This design comes from an exercise in tuning for small area, a short achievable clock period and few clock cycles per item on the open sky130 flow, not from production work.
Function was not checked in any run shown here: the RTL went through the layout flow alone.
Power figures rest on the tool's default switching activity, not on a simulated workload.

==> design/flow/design.v <==
`default_nettype none
package gf_field_pkg;
   localparam int GF_WIDTH  = 32;
   localparam int GF_HALF   = GF_WIDTH / 2;
   localparam int GF_PROD_W = 2 * GF_WIDTH - 1;
   localparam int GF_PART_W = 2 * GF_HALF - 1;
   localparam int GF_LANES  = 3;
   typedef logic [GF_HALF-1:0]   gf_half_t;
   typedef logic [GF_PART_W-1:0] gf_partial_t;
   typedef logic [GF_PROD_W-1:0] gf_product_t;
   typedef logic [GF_WIDTH-1:0]  gf_word_t;
endpackage
`default_nettype wire
`default_nettype none
package wb_bus_pkg;
   localparam int WB_ADR_W = 4;
   localparam int WB_DAT_W = 32;
   typedef struct packed {
      logic                cyc;
      logic                stb;
      logic                we;
      logic [WB_ADR_W-1:0] adr;
      logic [WB_DAT_W-1:0] dat_w;
   } wb_req_t;
   typedef struct packed {
      logic                ack;
      logic [WB_DAT_W-1:0] dat_r;
   } wb_rsp_t;
   localparam logic [WB_ADR_W-1:0] REG_OPA     = 4'd0;
   localparam logic [WB_ADR_W-1:0] REG_OPB     = 4'd1;
   localparam logic [WB_ADR_W-1:0] REG_PROD_LO = 4'd2;
   localparam logic [WB_ADR_W-1:0] REG_PROD_HI = 4'd3;
   localparam logic [WB_ADR_W-1:0] REG_RESULT  = 4'd4;
   localparam logic [WB_ADR_W-1:0] REG_STATUS  = 4'd5;
   localparam int STATUS_BUSY_BIT = 0;
endpackage
`default_nettype wire
`default_nettype none
module clmul_kara
#(
   parameter int N   = 32,
   parameter int LEV = 1
) (
   input  logic [N-1:0]   a,
   input  logic [N-1:0]   b,
   output logic [2*N-2:0] p
);
   if (LEV == 0 || N < 4) begin : g_sb
      always_comb begin
         p = '0;
         for (int i = 0; i < N; i++) begin
            for (int j = 0; j < N; j++) begin
               p[i+j] = p[i+j] ^ (a[i] & b[j]);
            end
         end
      end
   end else begin : g_k
      localparam int H = N / 2;
      logic [2*H-2:0] z0, z1, z2, mid;
      clmul_kara #(.N(H), .LEV(LEV-1)) u_lo  (.a(a[H-1:0]),            .b(b[H-1:0]),            .p(z0));
      clmul_kara #(.N(H), .LEV(LEV-1)) u_mid (.a(a[H-1:0] ^ a[N-1:H]), .b(b[H-1:0] ^ b[N-1:H]), .p(z1));
      clmul_kara #(.N(H), .LEV(LEV-1)) u_hi  (.a(a[N-1:H]),            .b(b[N-1:H]),            .p(z2));
      assign mid = z0 ^ z1 ^ z2;
      always_comb begin
         p = '0;
         p[2*H-2:0]   = z0;
         p[2*N-2:N]   = z2;
         p[H +: 2*H-1] = p[H +: 2*H-1] ^ mid;
      end
   end
endmodule
module clmul_32x16
(
   input  logic [31:0] a,
   input  logic [15:0] b,
   output logic [46:0] p
);
   logic [30:0] lo, hi;
   clmul_kara #(.N(16), .LEV(0)) u_lo (.a(a[15:0]),  .b(b), .p(lo));
   clmul_kara #(.N(16), .LEV(0)) u_hi (.a(a[31:16]), .b(b), .p(hi));
   assign p = {16'd0, lo} ^ {hi, 16'd0};
endmodule
`default_nettype wire
`default_nettype none
module gf_reduce
#(
   parameter logic [31:0] FIELD_POLY = 32'h0000_008D
) (
   input  logic [62:0] product,
   output logic [31:0] result
);
   logic [62:0] rem;
   always_comb begin
      rem = product;
      for (int i = 62; i >= 32; i--) begin
         if (rem[i]) begin
            rem = rem ^ (63'd1 << i) ^ ({31'd0, FIELD_POLY} << (i - 32));
         end
      end
   end
   assign result = rem[31:0];
endmodule
`default_nettype wire
`default_nettype none
module gf_mul_top
#(
   parameter logic [31:0] FIELD_POLY = 32'h0000_008D
) (
   input  logic        clk,
   input  logic        rst,
   input  logic        wb_cyc_i,
   input  logic        wb_stb_i,
   input  logic        wb_we_i,
   input  logic [3:0]  wb_adr_i,
   input  logic [31:0] wb_dat_i,
   output logic        wb_ack_o,
   output logic [31:0] wb_dat_o
);
   localparam logic [3:0] A_OPA     = 4'd0;
   localparam logic [3:0] A_OPB     = 4'd1;
   localparam logic [3:0] A_PROD_LO = 4'd2;
   localparam logic [3:0] A_PROD_HI = 4'd3;
   localparam logic [3:0] A_RESULT  = 4'd4;
   localparam logic [3:0] A_STATUS  = 4'd5;
   logic [31:0] op_a, op_a_d;
   logic [31:0] op_b, op_b_d;
   logic [62:0] prod_q, prod_d;
   logic [62:0] prod_h;      
   logic        busy, busy_d;
   logic [31:0] dat_q, dat_d;
   logic [3:0]  rd_adr, rd_adr_d;
   logic [15:0] mul_b;
   logic [46:0] part;
   logic [31:0] result_d;
   logic        req;
   logic        ack;
   logic        start;
   assign req = wb_cyc_i && wb_stb_i;
   assign ack = req && !busy && (wb_we_i || wb_adr_i == rd_adr);
   assign start = ack && wb_we_i && wb_adr_i == A_OPB;
   assign wb_ack_o = ack;
   assign wb_dat_o = dat_q;
   assign mul_b = busy ? op_b[15:0] : wb_dat_i[31:16];
   clmul_32x16 u_clmul (.a(op_a), .b(mul_b), .p(part));
   always_comb begin
      op_a_d = op_a;
      op_b_d = op_b;
      prod_h = busy ? ({prod_q[46:0], 16'd0} ^ {16'd0, part}) : prod_q;
      prod_d = prod_h;
      busy_d = 1'b0;
      if (start) begin
         op_b_d = wb_dat_i;
         prod_d = {16'd0, part};
         busy_d = 1'b1;
      end
      if (ack && wb_we_i && wb_adr_i == A_OPA) op_a_d = wb_dat_i;
   end
   gf_reduce #(.FIELD_POLY(FIELD_POLY)) u_reduce (.product(prod_h), .result(result_d));
   always_comb begin
      rd_adr_d = rd_adr;
      if (busy || start) begin
         rd_adr_d = A_RESULT;
      end else if (req && !wb_we_i) begin
         if (!ack)                          rd_adr_d = wb_adr_i;
         else if (wb_adr_i == A_RESULT)     rd_adr_d = A_PROD_LO;
         else if (wb_adr_i == A_PROD_LO)    rd_adr_d = A_PROD_HI;
      end
   end
   always_comb begin
      case (rd_adr_d)
         A_OPA:     dat_d = op_a_d;
         A_OPB:     dat_d = op_b_d;
         A_PROD_LO: dat_d = prod_h[31:0];
         A_PROD_HI: dat_d = {1'b0, prod_h[62:32]};
         A_RESULT:  dat_d = result_d;
         A_STATUS:  dat_d = {31'd0, busy_d};
         default:   dat_d = '0;
      endcase
   end
   always_ff @(posedge clk) begin
      if (rst) begin
         op_a   <= '0;
         op_b   <= '0;
         prod_q <= '0;
         busy   <= 1'b0;
         dat_q  <= '0;
         rd_adr <= A_RESULT;
      end else begin
         op_a   <= op_a_d;
         op_b   <= op_b_d;
         prod_q <= prod_d;
         busy   <= busy_d;
         dat_q  <= dat_d;
         rd_adr <= rd_adr_d;
      end
   end
endmodule
`default_nettype wire
==> design/flow/flow/run.sh <==
#!/bin/bash
# The standard layout, with the input and output port buffers made from plain buf cells
set -euo pipefail
bash standard.sh "BUFFER_PORTS_ARGS=-buffer_cell sky130_fd_sc_hd__buf_4" finish > make_finish.log 2>&1
==> design/flow/standard.sh <==
#!/bin/bash
# synth_recipe.tcl (not shown) runs the flow's synth.tcl, then flattens the netlist and writes it again
# the make line also repeats each setting of config.mk as NAME=value (left out here)
make -C /OpenROAD-flow-scripts/flow DESIGN_CONFIG=/design/flow/config.mk WORK_HOME=/design/flow/orfs CLKGATE_MAP_FILE= SYNTH_SCRIPT=/design/flow/synth_recipe.tcl "${@:-finish}"
==> design/flow/config.mk <==
export PLATFORM = sky130hd
export DESIGN_NAME = gf_mul_top
export DESIGN_NICKNAME = gf_mul_top
export VERILOG_FILES = /design/flow/design.v
export SDC_FILE = /design/flow/constraint.sdc
export NUM_CORES = 4
export LEC_CHECK = 0
export CAP_MARGIN = 20
export CORE_MARGIN = 2
export CORE_UTILIZATION = 40
export SLEW_MARGIN = 20
==> design/flow/constraint.sdc <==
create_clock -name core_clock -period 3.0 [get_ports {clk}]
set_input_delay 0.6000 -clock core_clock [delete_from_list [all_inputs] [get_ports {clk}]]
set_output_delay 0.6000 -clock core_clock [all_outputs]
set_load 0.01 [all_outputs]
==> flow_summary.ini, run 1 <==
[status]
outcome = complete, but fails checks
checkFailReasons = setup timing

[finish]
layout-area-overhead-vs-synth_pct = 39.2
final_common_cell = nand2_1
layout-drive-gt1-share_pct = 30.9
finish.net_count = 2496
n_antenna_cell = 0
layout.core_utilization_pct = 56.2
final_cell_mix = 598 x nand2_1, 423 x buf_4, 364 x xnor2_1, 163 x dfxtp_1, 152 x nor2_1
area.sequential_sq_mm = 0.00329
multi_input_area_sq_mm = 0.0128
fillerInstances = 3515

[pwr]
clkPwrFrac_pct = 40.3
share_seq_of_total_power_pct = 39.9
overall_power_consumption_uw = 5520
cellPowerDensity_mw_per_mm2 = 255
relative_contribution_of_combinational_cells_to_total_power_pct = 19.8
max_rail_drop_vdd_mv = 0.458
sw_frac_of_total_pct = 29.1
intPower_uw = 3920
power.static_leakage_uw = 0.00802
net_sw_power_uw = 1610

[detailed_routing]
route.detailed.vias_per_inst = 5.42
detail_route.iter0.violations = 1854
drcViolationCount = 0
routed_wirelength_um = 65200
drt-wirelength-per-cell_um = 21.8
postRouteAntennaNets = 0
detailedRoute.firstPassIterationCount = 5
vias = 16186

[clock_network]
cts_inserted_buffers = 17
worstSkewPairLatency_ps = 440
clock_root_cell = clkbuf_16
cts-hold-fix-buffers = 0
tritoncts_sink_count = 164
tritoncts = done
cts.clk_slew.worst_paths_ps = 70
cts-htree-levels = 4
clk_path_buf_depth = 2

[worst_setup_path]
critical_path.startpoint_type = register
timing.critical_path.to_type = register
critical_path.startpoint = busy$_SDFF_PP0_
rr_worst_depth = 15
r2r_start = busy$_SDFF_PP0_
timing.critical_path.arrival_ps = 3590
critPathKind = reg2reg
reg2reg_setup_slack_ps = -250
cp-endpoint = dat_q[3]$_SDFF_PP0_
crit_path_max_fanout = 7
required_ps = 3340
worstReg2RegEnd = dat_q[3]$_SDFF_PP0_

[sta]
clock.fmax_mhz = 308
relSlewSlack_pct = 34.6
finalHoldViolations = 0
hold-worst-slack_ps = 435
timing.final.max_slew_violations = 0
tns_ps = -4170
final.setup.worst_slack_ps = -249
skew_ps = 11.4
actual_slew_at_the_worst_max_slew_pin_ps = 981
post-route-period-util_pct = 108
setup_viol_count_final = 38
finalCriticalPeriod_ps = 3250
rsz0062_at_grt = yes

[synthesis]
ys.warnings.count = 3
synthArstFlopShare_pct = 0
postSynthRegisterBits = 164
synthesized_nets = 2166
synth.area.top_cells = xnor2_1 25%, dfxtp_1 21%, nand2_1 15%, xor2_1 8.3%, mux2i_1 4.7%
post_synth_instance_area_sq_mm = 0.0156
synth-edff-count = 0
synth_area_per_cell_sq_um = 7.33
netlist-cell-type-count = 51
synth_top_area_share_pct = 24.6
synthDominantAreaCellType = xnor2_1
synth-main-ff-cell = dfxtp_1
synthesis.instances = 2125
ys_seq_area_share_pct = 21.1

[floorplan]
start_util_pct = 40.4
die_area_sq_mm = 0.0406
floorplan.io_pins = 74
std_cell_rows = 72
die-width_um = 201
die_h_um = 201
core-area_sq_mm = 0.0386

[flow_run]
max_cap_viol_count = 0

[global_route]
grt_pass1_vias = 15781
track_usage_pct = 31.3
grt_pass1_wl_um = 97200
grt_max_degree = 89
gr-total-overflow = 0
grt_antenna_before_repair = 0

[hold_path]
hp-class = in2reg

[placement]
portBuffers = 73
routabilityCongestion = 0.960
hpwlAfterDp_um = 47200
placement.setup.worst_slack_ps = -642
[Yosys cell counts (all sizes together), types with 5 or more instances]
library cell,instances
dfxtp,164
a211oi,21
clkbuf,124
o21ai,40
o311ai,15
nor3,6
nor2b,8
inv,6
mux2,21
a31oi,8
o22ai,14
xnor2,441
buf,64
a21o,5
a21oi,84
xor2,148
nand2,640
xnor3,17
nor2,158
nand2b,9
nand3,8
mux4,5
a22oi,10
mux2i,81
[cell type report]
type	instances	area share (%)
Inverter	6	0.104
Sequential cell	164	15.2
Clock buffer	20	2.06
Clock inverter	11	0.600
Tap cell	518	2.99
Multi-Input combinational cell	1769	59.0
Timing Repair Buffer	497	20.0
[what timing repair did]
item / 4_1_cts / 5_1_grt
setup buffers: 36 / 23
hold endpoints to repair: 0 / 0
resized for setup: 162 / 137
setup endpoints to repair: 43 / 47
cloned: 3 / 1
pin swaps: 161 / 120
[worst min-delay path by stage]
stage                        startpoint                   to  slack (ps)  cells past startpoint
floorplan           op_b[16]$_SDFF_PP0_  op_b[16]$_SDFF_PP0_         430                      2
global placement    op_b[30]$_SDFF_PP0_  op_b[30]$_SDFF_PP0_         440                      2
detailed placement  op_b[25]$_SDFF_PP0_  op_b[25]$_SDFF_PP0_         440                      2
CTS                        wb_dat_i[14]  op_b[14]$_SDFF_PP0_         440                      3
global route                wb_dat_i[3]   op_b[3]$_SDFF_PP0_         440                      3
finish                     wb_dat_i[15]  op_b[15]$_SDFF_PP0_         440                      3
[critical path: stages, from the launching register on]
cell     delay (ps)
dfxtp_4         430
buf_6           160
mux2_4          340
buf_6           140
nand2_4          80
xor2_4          170
xnor2_2         110
xnor2_2         260
buf_4           170
xnor3_1         350
mux2i_1         190
xnor2_1         140
buf_4           200
xnor2_2         130
xnor2_1          90
o21ai_1         200
[power by group through the flow]
| stage | clock [uW] | sequential (uW) | combinational, uW |
|---|---|---|---|
| 2_1_floorplan | 0 | 2250 | 424 |
| 3_3_place_gp | 0 | 2250 | 933 |
| 3_5_place_dp | 0 | 2250 | 937 |
| 4_1_cts | 2230 | 2200 | 1020 |
| 5_1_grt | 2310 | 2210 | 1130 |
| 6_report | 2220 | 2210 | 1100 |
[routing by layer]
layer / routed length [um] / vias to the layer above / GRT usage [%]
met5: 0 / - / 0
met4: 4280 / 0 / 17.0
met3: 5530 / 187 / 3.90
met2: 28600 / 896 / 48.7
met1: 26700 / 7747 / 42.3
li1: - / 7356 / -
[flip-flops by register name (all words and copies together) (netlist names)]
signal / cells
busy: 1
op_b: 32
op_a: 32
prod_q: 63
dat_q: 32
rd_adr: 4
[logic make-up (layout without fill, tap and decap cells)]
logic type,after synthesis,after routing,share of synthesized area (%)
xor+xnor,607,607,35.9
buf+inv,194,534,5.54
compound gates,215,215,8.59
mux,107,109,8.16
flops,164,164,21.1
simple gates,838,838,20.7
[stage by stage]
stage          cell area [sq um]  instances
6_report                   21700       2985
5_1_grt                    21700       2985
4_1_cts                    20700       2964
3_5_place_dp               19100       2897
3_3_place_gp               19100       2897
2_1_floorplan              15600       2125
==> inputs of run 2 (changes only) <==
--- a/design/flow/design.v
+++ b/design/flow/design.v
@@ -125,8 +125,8 @@
    logic [31:0] op_a, op_a_d;
    logic [31:0] op_b, op_b_d;
    logic [62:0] prod_q, prod_d;
-   logic [62:0] prod_h;      
-   logic        busy, busy_d;
+   logic        busy, busy_d;    
+   logic        red, red_d;      
    logic [31:0] dat_q, dat_d;
    logic [3:0]  rd_adr, rd_adr_d;
    logic [15:0] mul_b;
@@ -136,7 +136,7 @@
    logic        ack;
    logic        start;
    assign req = wb_cyc_i && wb_stb_i;
-   assign ack = req && !busy && (wb_we_i || wb_adr_i == rd_adr);
+   assign ack = req && !busy && !red && (wb_we_i || wb_adr_i == rd_adr);
    assign start = ack && wb_we_i && wb_adr_i == A_OPB;
    assign wb_ack_o = ack;
    assign wb_dat_o = dat_q;
@@ -145,9 +145,9 @@
    always_comb begin
       op_a_d = op_a;
       op_b_d = op_b;
-      prod_h = busy ? ({prod_q[46:0], 16'd0} ^ {16'd0, part}) : prod_q;
-      prod_d = prod_h;
+      prod_d = busy ? ({prod_q[46:0], 16'd0} ^ {16'd0, part}) : prod_q;
       busy_d = 1'b0;
+      red_d  = busy;
       if (start) begin
          op_b_d = wb_dat_i;
          prod_d = {16'd0, part};
@@ -155,10 +155,10 @@
       end
       if (ack && wb_we_i && wb_adr_i == A_OPA) op_a_d = wb_dat_i;
    end
-   gf_reduce #(.FIELD_POLY(FIELD_POLY)) u_reduce (.product(prod_h), .result(result_d));
+   gf_reduce #(.FIELD_POLY(FIELD_POLY)) u_reduce (.product(prod_q), .result(result_d));
    always_comb begin
       rd_adr_d = rd_adr;
-      if (busy || start) begin
+      if (busy || red || start) begin
          rd_adr_d = A_RESULT;
       end else if (req && !wb_we_i) begin
          if (!ack)                          rd_adr_d = wb_adr_i;
@@ -170,10 +170,10 @@
       case (rd_adr_d)
          A_OPA:     dat_d = op_a_d;
          A_OPB:     dat_d = op_b_d;
-         A_PROD_LO: dat_d = prod_h[31:0];
-         A_PROD_HI: dat_d = {1'b0, prod_h[62:32]};
+         A_PROD_LO: dat_d = prod_d[31:0];
+         A_PROD_HI: dat_d = {1'b0, prod_d[62:32]};
          A_RESULT:  dat_d = result_d;
-         A_STATUS:  dat_d = {31'd0, busy_d};
+         A_STATUS:  dat_d = {31'd0, busy_d | red_d};
          default:   dat_d = '0;
       endcase
    end
@@ -183,6 +183,7 @@
          op_b   <= '0;
          prod_q <= '0;
          busy   <= 1'b0;
+         red    <= 1'b0;
          dat_q  <= '0;
          rd_adr <= A_RESULT;
       end else begin
@@ -190,6 +191,7 @@
          op_b   <= op_b_d;
          prod_q <= prod_d;
          busy   <= busy_d;
+         red    <= red_d;
          dat_q  <= dat_d;
          rd_adr <= rd_adr_d;
       end
==> run 2 against run 1 <==
Compared with the run above:
- the layout still fails its checks (setup timing)
- combinational power shrank 24%
- highest routed layer unchanged
- sequential share of layout area grew 2.5 points
- global-route usage shrank 1.5 points
- sequential power is essentially flat
- largest cell class unchanged
- cell count shrank 7.2%
- via count shrank 6.8%
- setup slack gained 230 ps
- clock power shrank 6%
==> flow_summary.ini, run 2 <==
[synthesis]
synth-main-ff-cell = dfxtp_1
ys.warnings.count = 3
synth_top_area_share_pct = 26.1
ys_seq_area_share_pct = 21.5
post_synth_instance_area_sq_mm = 0.0154
area_share_of_fa_ha_maj_cells_after_synthesis_pct = 0
synth_area_per_cell_sq_um = 7.37
synthArstFlopShare_pct = 0
synthDominantAreaCellType = xnor2_1
share_of_the_synthesized_netlist_area_taken_by_xor_and_xnor_gates_pct = 36.3
synth-edff-count = 0
synthesized_nets = 2125
netlist-cell-type-count = 68
synth.area.top_cells = xnor2_1 26%, dfxtp_1 22%, nand2_1 15%, xor2_1 7.9%, mux2i_1 3.9%
muxShareOfSynthArea_pct = 5.28
postSynthRegisterBits = 165
synth_commonest_cells = 597 x nand2_1, 457 x xnor2_1, 165 x dfxtp_1
synthSimpleGateAreaFrac_pct = 20.6
synth_top_family_by_area = XOR/XNOR gates
synth_most_common_cell = nand2_1
synthesis.instances = 2084
synth_compound_area_share_pct = 9.88

[clock_network]
cts.clk_slew.worst_paths_ps = 80
cts-htree-levels = 4
cts_inserted_buffers = 17
tritoncts = done
cts-hold-fix-buffers = 0
tritoncts_sink_count = 165
clk_path_buf_depth = 2
clock_root_cell = clkbuf_16
worstSkewPairLatency_ps = 450

[sta]
hold-worst-slack_ps = 410
rsz0062_at_grt = yes
final.setup.worst_slack_ps = -18.2
actual_slew_at_the_worst_max_slew_pin_ps = 827
clock.fmax_mhz = 331
finalCriticalPeriod_ps = 3020
relSlewSlack_pct = 44.7
skew_ps = 15.2
finalHoldViolations = 0
setup_viol_count_final = 1
post-route-period-util_pct = 101
timing.final.max_slew_violations = 0

[finish]
layout.core_utilization_pct = 49.6
fillerInstances = 3672
largest_register_ffs = 63
layout-area-overhead-vs-synth_pct = 21.9
final_common_cell = nand2_1
largest_register = prod_q
final_cell_mix = 597 x nand2_1, 452 x xnor2_1, 316 x buf_4, 164 x dfxtp_1, 151 x nor2_1
n_antenna_cell = 0
finish.net_count = 2287
layout-drive-gt1-share_pct = 20.7

[worst_setup_path]
rr_worst_depth = 11
timing.critical_path.to_type = register
required_ps = 3320
critical_path.startpoint = busy$_SDFF_PP0_
timing.critical_path.arrival_ps = 3340
crit_path_max_fanout = 9
critical_path.startpoint_type = register
r2r_start = busy$_SDFF_PP0_
critPathKind = reg2reg

[detailed_routing]
detailedRoute.firstPassIterationCount = 6
drt-wirelength-per-cell_um = 21.6
route.detailed.vias_per_inst = 5.44
drcViolationCount = 0
postRouteAntennaNets = 0
vias = 15078
detail_route.iter0.violations = 1583
routed_wirelength_um = 59900

[flow_run]
max_cap_viol_count = 0

[floorplan]
std_cell_rows = 71
die_h_um = 200
start_util_pct = 40.7
floorplan.io_pins = 74
die-width_um = 200
core-area_sq_mm = 0.0378
die_area_sq_mm = 0.0400

[pwr]
clkPwrFrac_pct = 40.6
net_sw_power_uw = 1510
max_rail_drop_vdd_mv = 0.380
power.static_leakage_uw = 0.00621
sw_frac_of_total_pct = 29.3
relative_contribution_of_combinational_cells_to_total_power_pct = 16.3
overall_power_consumption_uw = 5140
intPower_uw = 3630
cellPowerDensity_mw_per_mm2 = 275
share_seq_of_total_power_pct = 43.0

[placement]
routabilityCongestion = 0.948
placement.setup.worst_slack_ps = -318
hpwlAfterDp_um = 44600
portBuffers = 73

[global_route]
grt_antenna_before_repair = 0
grt_pass1_wl_um = 89200
grt_pass1_vias = 14467
track_usage_pct = 29.9
grt_max_degree = 64
gr-total-overflow = 0

[hold_path]
hp-class = in2reg
min_path_cells = 3
hold_path.startpoint = wb_dat_i[31]

[status]
checkFailReasons = setup timing
outcome = complete, but fails checks
run 2: cell families (layout without fill, tap and decap cells):
family	Yosys count	after routing
simple gates	804	804
xor+xnor	613	613
compound gates	220	220
buf+inv	206	380
flops	165	165
mux	76	77
run 2: worst paths after layout:
check	end	slack (ps)
worst max-delay path	dat_q[1]$_SDFF_PP0_	-20
worst min-delay path	op_b[31]$_SDFF_PP0_	410
worst max register to register	dat_q[1]$_SDFF_PP0_	-20
worst min register to register	op_b[16]$_SDFF_PP0_	460
run 2: power by group through the flow:
| stage | Combinational, uW | Sequential (uW) | Clock [uW] |
|---|---|---|---|
| 2_1_floorplan | 381 | 2260 | 0 |
| 5_1_grt | 873 | 2210 | 2200 |
| 6_report | 839 | 2210 | 2090 |
| 4_1_cts | 784 | 2210 | 2110 |
| 3_3_place_gp | 771 | 2260 | 0 |
| 3_5_place_dp | 777 | 2260 | 0 |
run 2: worst max-delay path, stage by stage, from the launching register on:
cell and delay (ps):
dfxtp_4 380, buf_8 160, mux2_4 330, buf_4 180
nand2_1 90, xnor2_1 150, xnor3_1 370, xnor3_2 460
xnor2_2 180, a221oi_4 320, or2_4 190, a31oi_4 80
run 2: what timing repair did:
item,in CTS,in global routing
resized for setup,14,45
cloned,0,1
buffers inserted,1,21
hold endpoints to repair,0,0
pin swaps,2,13
endpoints found under the setup margin,11,29
run 2: layer usage:
layer | vias up | track usage [%] | part of all wire (%)
li1 | 6927 | - | -
met1 | 7213 | 39.2 | 41
met2 | 772 | 48.1 | 45
met3 | 166 | 4.77 | 8.6
met4 | 0 | 14.1 | 5.1
met5 | - | 0 | 0
run 2: area by class of cell:
cell class              count  area (sq um)  area share, %
inverters                   2          7.51         0.0401
repair buffers            346          2920           15.6
clock inverters            12          93.8          0.501
multi-input cells        1714         11300           60.4
clock buffers              20           447           2.39
well taps                 511           639           3.42
flip-flops and latches    165          3310           17.7
run 2: metrics by stage:
stage / instance area, sq um / setup TNS [ps] / instances
detailed placement: 17700 / -2830 / 2715
floorplan: 15400 / 0 / 2084
CTS: 18300 / -215 / 2748
finish: 18700 / -18.2 / 2770
global route: 18700 / -356 / 2770
global placement: 17700 / -2420 / 2715
==> inputs of run 3 (changes only) <==
--- a/design/flow/design.v
+++ b/design/flow/design.v
@@ -69,17 +69,6 @@
       end
    end
 endmodule
-module clmul_32x16
-(
-   input  logic [31:0] a,
-   input  logic [15:0] b,
-   output logic [46:0] p
-);
-   logic [30:0] lo, hi;
-   clmul_kara #(.N(16), .LEV(0)) u_lo (.a(a[15:0]),  .b(b), .p(lo));
-   clmul_kara #(.N(16), .LEV(0)) u_hi (.a(a[31:16]), .b(b), .p(hi));
-   assign p = {16'd0, lo} ^ {hi, 16'd0};
-endmodule
 `default_nettype wire
 `default_nettype none
 module gf_reduce
@@ -121,44 +110,29 @@
    localparam logic [3:0] A_PROD_LO = 4'd2;
    localparam logic [3:0] A_PROD_HI = 4'd3;
    localparam logic [3:0] A_RESULT  = 4'd4;
-   localparam logic [3:0] A_STATUS  = 4'd5;
    logic [31:0] op_a, op_a_d;
    logic [31:0] op_b, op_b_d;
    logic [62:0] prod_q, prod_d;
-   logic        busy, busy_d;    
-   logic        red, red_d;      
+   logic [62:0] prod_c;
    logic [31:0] dat_q, dat_d;
    logic [3:0]  rd_adr, rd_adr_d;
-   logic [15:0] mul_b;
-   logic [46:0] part;
    logic [31:0] result_d;
    logic        req;
    logic        ack;
    logic        start;
-   assign req = wb_cyc_i && wb_stb_i;
-   assign ack = req && !busy && !red && (wb_we_i || wb_adr_i == rd_adr);
-   assign start = ack && wb_we_i && wb_adr_i == A_OPB;
+   assign req   = wb_cyc_i && wb_stb_i;
+   assign ack   = req && (wb_we_i || wb_adr_i == rd_adr);
+   assign start = req && wb_we_i && wb_adr_i == A_OPB;
    assign wb_ack_o = ack;
    assign wb_dat_o = dat_q;
-   assign mul_b = busy ? op_b[15:0] : wb_dat_i[31:16];
-   clmul_32x16 u_clmul (.a(op_a), .b(mul_b), .p(part));
-   always_comb begin
-      op_a_d = op_a;
-      op_b_d = op_b;
-      prod_d = busy ? ({prod_q[46:0], 16'd0} ^ {16'd0, part}) : prod_q;
-      busy_d = 1'b0;
-      red_d  = busy;
-      if (start) begin
-         op_b_d = wb_dat_i;
-         prod_d = {16'd0, part};
-         busy_d = 1'b1;
-      end
-      if (ack && wb_we_i && wb_adr_i == A_OPA) op_a_d = wb_dat_i;
-   end
-   gf_reduce #(.FIELD_POLY(FIELD_POLY)) u_reduce (.product(prod_q), .result(result_d));
+   clmul_kara #(.N(32), .LEV(0)) u_clmul (.a(op_a), .b(wb_dat_i), .p(prod_c));
+   assign op_a_d = (req && wb_we_i && wb_adr_i == A_OPA) ? wb_dat_i : op_a;
+   assign op_b_d = start ? wb_dat_i : op_b;
+   assign prod_d = start ? prod_c : prod_q;
+   gf_reduce #(.FIELD_POLY(FIELD_POLY)) u_reduce (.product(prod_d), .result(result_d));
    always_comb begin
       rd_adr_d = rd_adr;
-      if (busy || red || start) begin
+      if (start) begin
          rd_adr_d = A_RESULT;
       end else if (req && !wb_we_i) begin
          if (!ack)                          rd_adr_d = wb_adr_i;
@@ -169,12 +143,11 @@
    always_comb begin
       case (rd_adr_d)
          A_OPA:     dat_d = op_a_d;
-         A_OPB:     dat_d = op_b_d;
-         A_PROD_LO: dat_d = prod_d[31:0];
-         A_PROD_HI: dat_d = {1'b0, prod_d[62:32]};
+         A_OPB:     dat_d = op_b;
+         A_PROD_LO: dat_d = prod_q[31:0];
+         A_PROD_HI: dat_d = {1'b0, prod_q[62:32]};
          A_RESULT:  dat_d = result_d;
-         A_STATUS:  dat_d = {31'd0, busy_d | red_d};
-         default:   dat_d = '0;
+         default:   dat_d = '0;    
       endcase
    end
    always_ff @(posedge clk) begin
@@ -182,16 +155,12 @@
          op_a   <= '0;
          op_b   <= '0;
          prod_q <= '0;
-         busy   <= 1'b0;
-         red    <= 1'b0;
          dat_q  <= '0;
          rd_adr <= A_RESULT;
       end else begin
          op_a   <= op_a_d;
          op_b   <= op_b_d;
          prod_q <= prod_d;
-         busy   <= busy_d;
-         red    <= red_d;
          dat_q  <= dat_d;
          rd_adr <= rd_adr_d;
       end
==> run 3 against run 2 <==
Compared with the run above:
- design area increased by 52%
- still fails the layout checks on setup timing
- clock power is 8% higher
- register-to-register slack got worse by 50 ps
- non-clock buffer count rose by 271
- utilization is 3.4 points higher
- critical path type unchanged
- first-iteration DRC count is 87% higher
- largest power group is now clock
==> flow_summary.ini, run 3 <==
[detailed_routing]
detail_route.iter0.violations = 2954
route.detailed.vias_per_inst = 5.37
vias = 21985
drcViolationCount = 0
drt-wirelength-per-cell_um = 21.6
postRouteAntennaNets = 0
detailedRoute.firstPassIterationCount = 6
routed_wirelength_um = 88400

[finish]
layout-drive-gt1-share_pct = 24.0
final-instance-count-excl-fill = 4096
largest_register = prod_q
finish.net_count = 3428
layout.core_utilization_pct = 53.0
final_cell_mix = 1,098 x nand2_1, 691 x xnor2_1, 503 x buf_4, 203 x xor2_1, 151 x nor2_1
final_common_cell = nand2_1
layout-area-overhead-vs-synth_pct = 31.7
n_antenna_cell = 0
largest_register_ffs = 63

[clock_network]
worstSkewPairLatency_ps = 440
cts-hold-fix-buffers = 0
tritoncts_sink_count = 163
cts_inserted_buffers = 17
cts-htree-levels = 4
clk_path_buf_depth = 2
cts.clk_slew.worst_paths_ps = 70
clock_root_cell = clkbuf_16
tritoncts = done

[synthesis]
synthDominantAreaCellType = xnor2_1
synth.area.top_cells = xnor2_1 30%, nand2_1 19%, dfxtp_1 15%, xor2_1 9.0%, xnor3_1 7.1%
synth_commonest_cells = 1,117 x nand2_1, 728 x xnor2_1, 222 x xor2_1
synthesis.instances = 3033
synth-main-ff-cell = dfxtp_1
synth_area_per_cell_sq_um = 7.11
ys_seq_area_share_pct = 15.1
synth_top_area_share_pct = 29.6
synth_compound_area_share_pct = 4.23
synthesized_nets = 3074
synth_most_common_cell = nand2_1
synth_top_family_by_area = XOR/XNOR gates
synthSimpleGateAreaFrac_pct = 22.9
netlist-cell-type-count = 47
ys.warnings.count = 3
share_of_the_synthesized_netlist_area_taken_by_xor_and_xnor_gates_pct = 46.0
synth-edff-count = 0
area_share_of_fa_ha_maj_cells_after_synthesis_pct = 0
synthArstFlopShare_pct = 0
post_synth_instance_area_sq_mm = 0.0216
muxShareOfSynthArea_pct = 5.60
postSynthRegisterBits = 163

[status]
checkFailReasons = setup timing
outcome = complete, but fails checks

[pwr]
power.static_leakage_uw = 0.0103
overall_power_consumption_uw = 5780
max_rail_drop_vdd_mv = 0.364
cellPowerDensity_mw_per_mm2 = 204

[global_route]
grt_pass1_wl_um = 130000
track_usage_pct = 30.5
gr-total-overflow = 0
grt_pass1_vias = 20585
grt_max_degree = 132
grt_antenna_before_repair = 0

[sta]
relSlewSlack_pct = 56.5
clock.fmax_mhz = 326
finalCriticalPeriod_ps = 3070
setup_viol_count_final = 6
skew_ps = 19.9
post-route-period-util_pct = 102
rsz0062_at_grt = yes
tns_ps = -217
final.setup.worst_slack_ps = -69.3
finalHoldViolations = 0
actual_slew_at_the_worst_max_slew_pin_ps = 653
timing.final.max_slew_violations = 0

[worst_setup_path]
critPathKind = reg2reg
critical-path-slowest-cell = xnor3_2
slowest_delay_ps = 520
timing.critical_path.arrival_ps = 3410
required_ps = 3340
crit_path_max_fanout = 6
path_cells = buf_12 -> buf_12 -> buf_8 -> nand2_4 -> xnor2_2 -> xnor2_1 -> xnor2_1 -> xnor3_2 -> mux2i_4 -> buf_6 -> xor2_2 -> xnor2_1 -> xnor2_1 -> o22ai_2
critical_path.startpoint_type = register
timing.critical_path.to_type = register
crit_path_top_cell_by_count = xnor2_1

[placement]
placement.setup.worst_slack_ps = -417
routabilityCongestion = 0.974
dp.cells = 3988
hpwlAfterDp_um = 62400
portBuffers = 73

[floorplan]
start_util_pct = 40.3
std_cell_rows = 85
floorplan.io_pins = 74
die_h_um = 236
die-width_um = 236
core-area_sq_mm = 0.0536
die_area_sq_mm = 0.0558

[hold_path]
hp-class = reg2reg

[flow_run]
max_cap_viol_count = 0
## run 3: final timing paths
| kind | startpoint | end | slack, ps | cells past startpoint |
|---|---|---|---|---|
| max | op_a[27]$_SDFF_PP0_ | dat_q[9]$_SDFF_PP0_ | -70 | 14 |
| min | op_b[4]$_SDFFE_PP0P_ | op_b[4]$_SDFFE_PP0P_ | 460 | 2 |
| max reg2reg | op_a[27]$_SDFF_PP0_ | dat_q[9]$_SDFF_PP0_ | -70 | 14 |
| min reg2reg | op_b[4]$_SDFFE_PP0P_ | op_b[4]$_SDFFE_PP0P_ | 460 | 2 |
## run 3: power by group
group / internal [uW] / switching (uW)
clock network: 1210 / 1040
registers: 2160 / 7.72
logic: 548 / 812
## run 3: layout make-up
cell class | instances | area [sq um]
Clock buffer | 18 | 439
Clock inverter | 14 | 159
Timing Repair Buffer | 617 | 5810
Sequential cell | 163 | 3320
Inverter | 4 | 15.0
Multi-Input combinational cell | 2584 | 17800
Fill cell | 5044 | 25200
Tap cell | 696 | 871
## run 3: metrics by stage
step,hold slack (ps),area (sq um)
after floorplan,432,21600
after global placement,442,26000
after detailed placement,448,26000
after CTS,457,27200
after global routing,478,28400
final,460,28400
## run 3: timing repair
item	in CTS	in global routing
resized for setup	59	166
buffers inserted	33	42
cloned	2	2
setup endpoints to repair	23	32
hold endpoints to repair	0	0
pin swaps	13	94
## run 3: routing by layer
metal	GRT usage, %	wire length (um)	vias to the layer above	part of all wire [%]
met5	0	0	-	0
met4	14.4	5020	0	5.7
met3	4.60	9380	281	11
met2	46.8	38000	1314	43
met1	41.9	36000	10366	41
li1	-	-	10024	-
## run 3: cells by family (layout without fill, tap and decap cells)
logic type,Yosys count,in the layout
buffers and inverters,286,653
xor gates and xnor gates,1022,1022
DFF,163,163
and+or+nand+nor,1297,1297
AOI/OAI and AO/OA,156,156
muxes,109,109
## run 3: worst max-delay path: cells and delay by family (launching register included)
family | cells | cell delay (ps)
AO/OA/AOI/OAI | 1 | 230
AND/OR/NAND/NOR | 1 | 50
flip-flops | 1 | 360
buffers and inverters | 4 | 520
XOR/XNOR | 7 | 1530
multiplexers | 1 | 270

afterwards: timing with drivers on the ports:
No port has a modelled driver above. Below, the same layouts with a new extraction and two added sets of constraints. Step 1: set_driving_cell puts a clkbuf_16 on clk and a buf_2 on each other input, an assumption about the parent block. Step 2 also shifts input and output timing later by t, the mid clock arrival at the registers, as if the neighbouring blocks saw the same clock. Three values: ideal, step 1, step 2; two values: the first two.
| run | shift t [ns] | setup WS [ns] | clock arrival spread, ns | worst register clock-pin slew, ns | worst slew at a driven data input, ns |
|---|---|---|---|---|---|
| run 1 | 0.475 | -0.249 / -0.249 / -0.392 | 0.012 / 0.011 | 0.07 / 0.07 | 0.06 |
| run 2 | 0.497 | -0.018 / -0.018 / -0.201 | 0.016 / 0.016 | 0.08 / 0.08 | 0.04 |
| run 3 | 0.477 | -0.069 / -0.069 / -0.465 | 0.020 / 0.020 | 0.08 / 0.08 | 0.05 |
The setup slack of run 3, which loses most, moves by 0.000 ns with the drivers and by -0.396 ns with both steps.
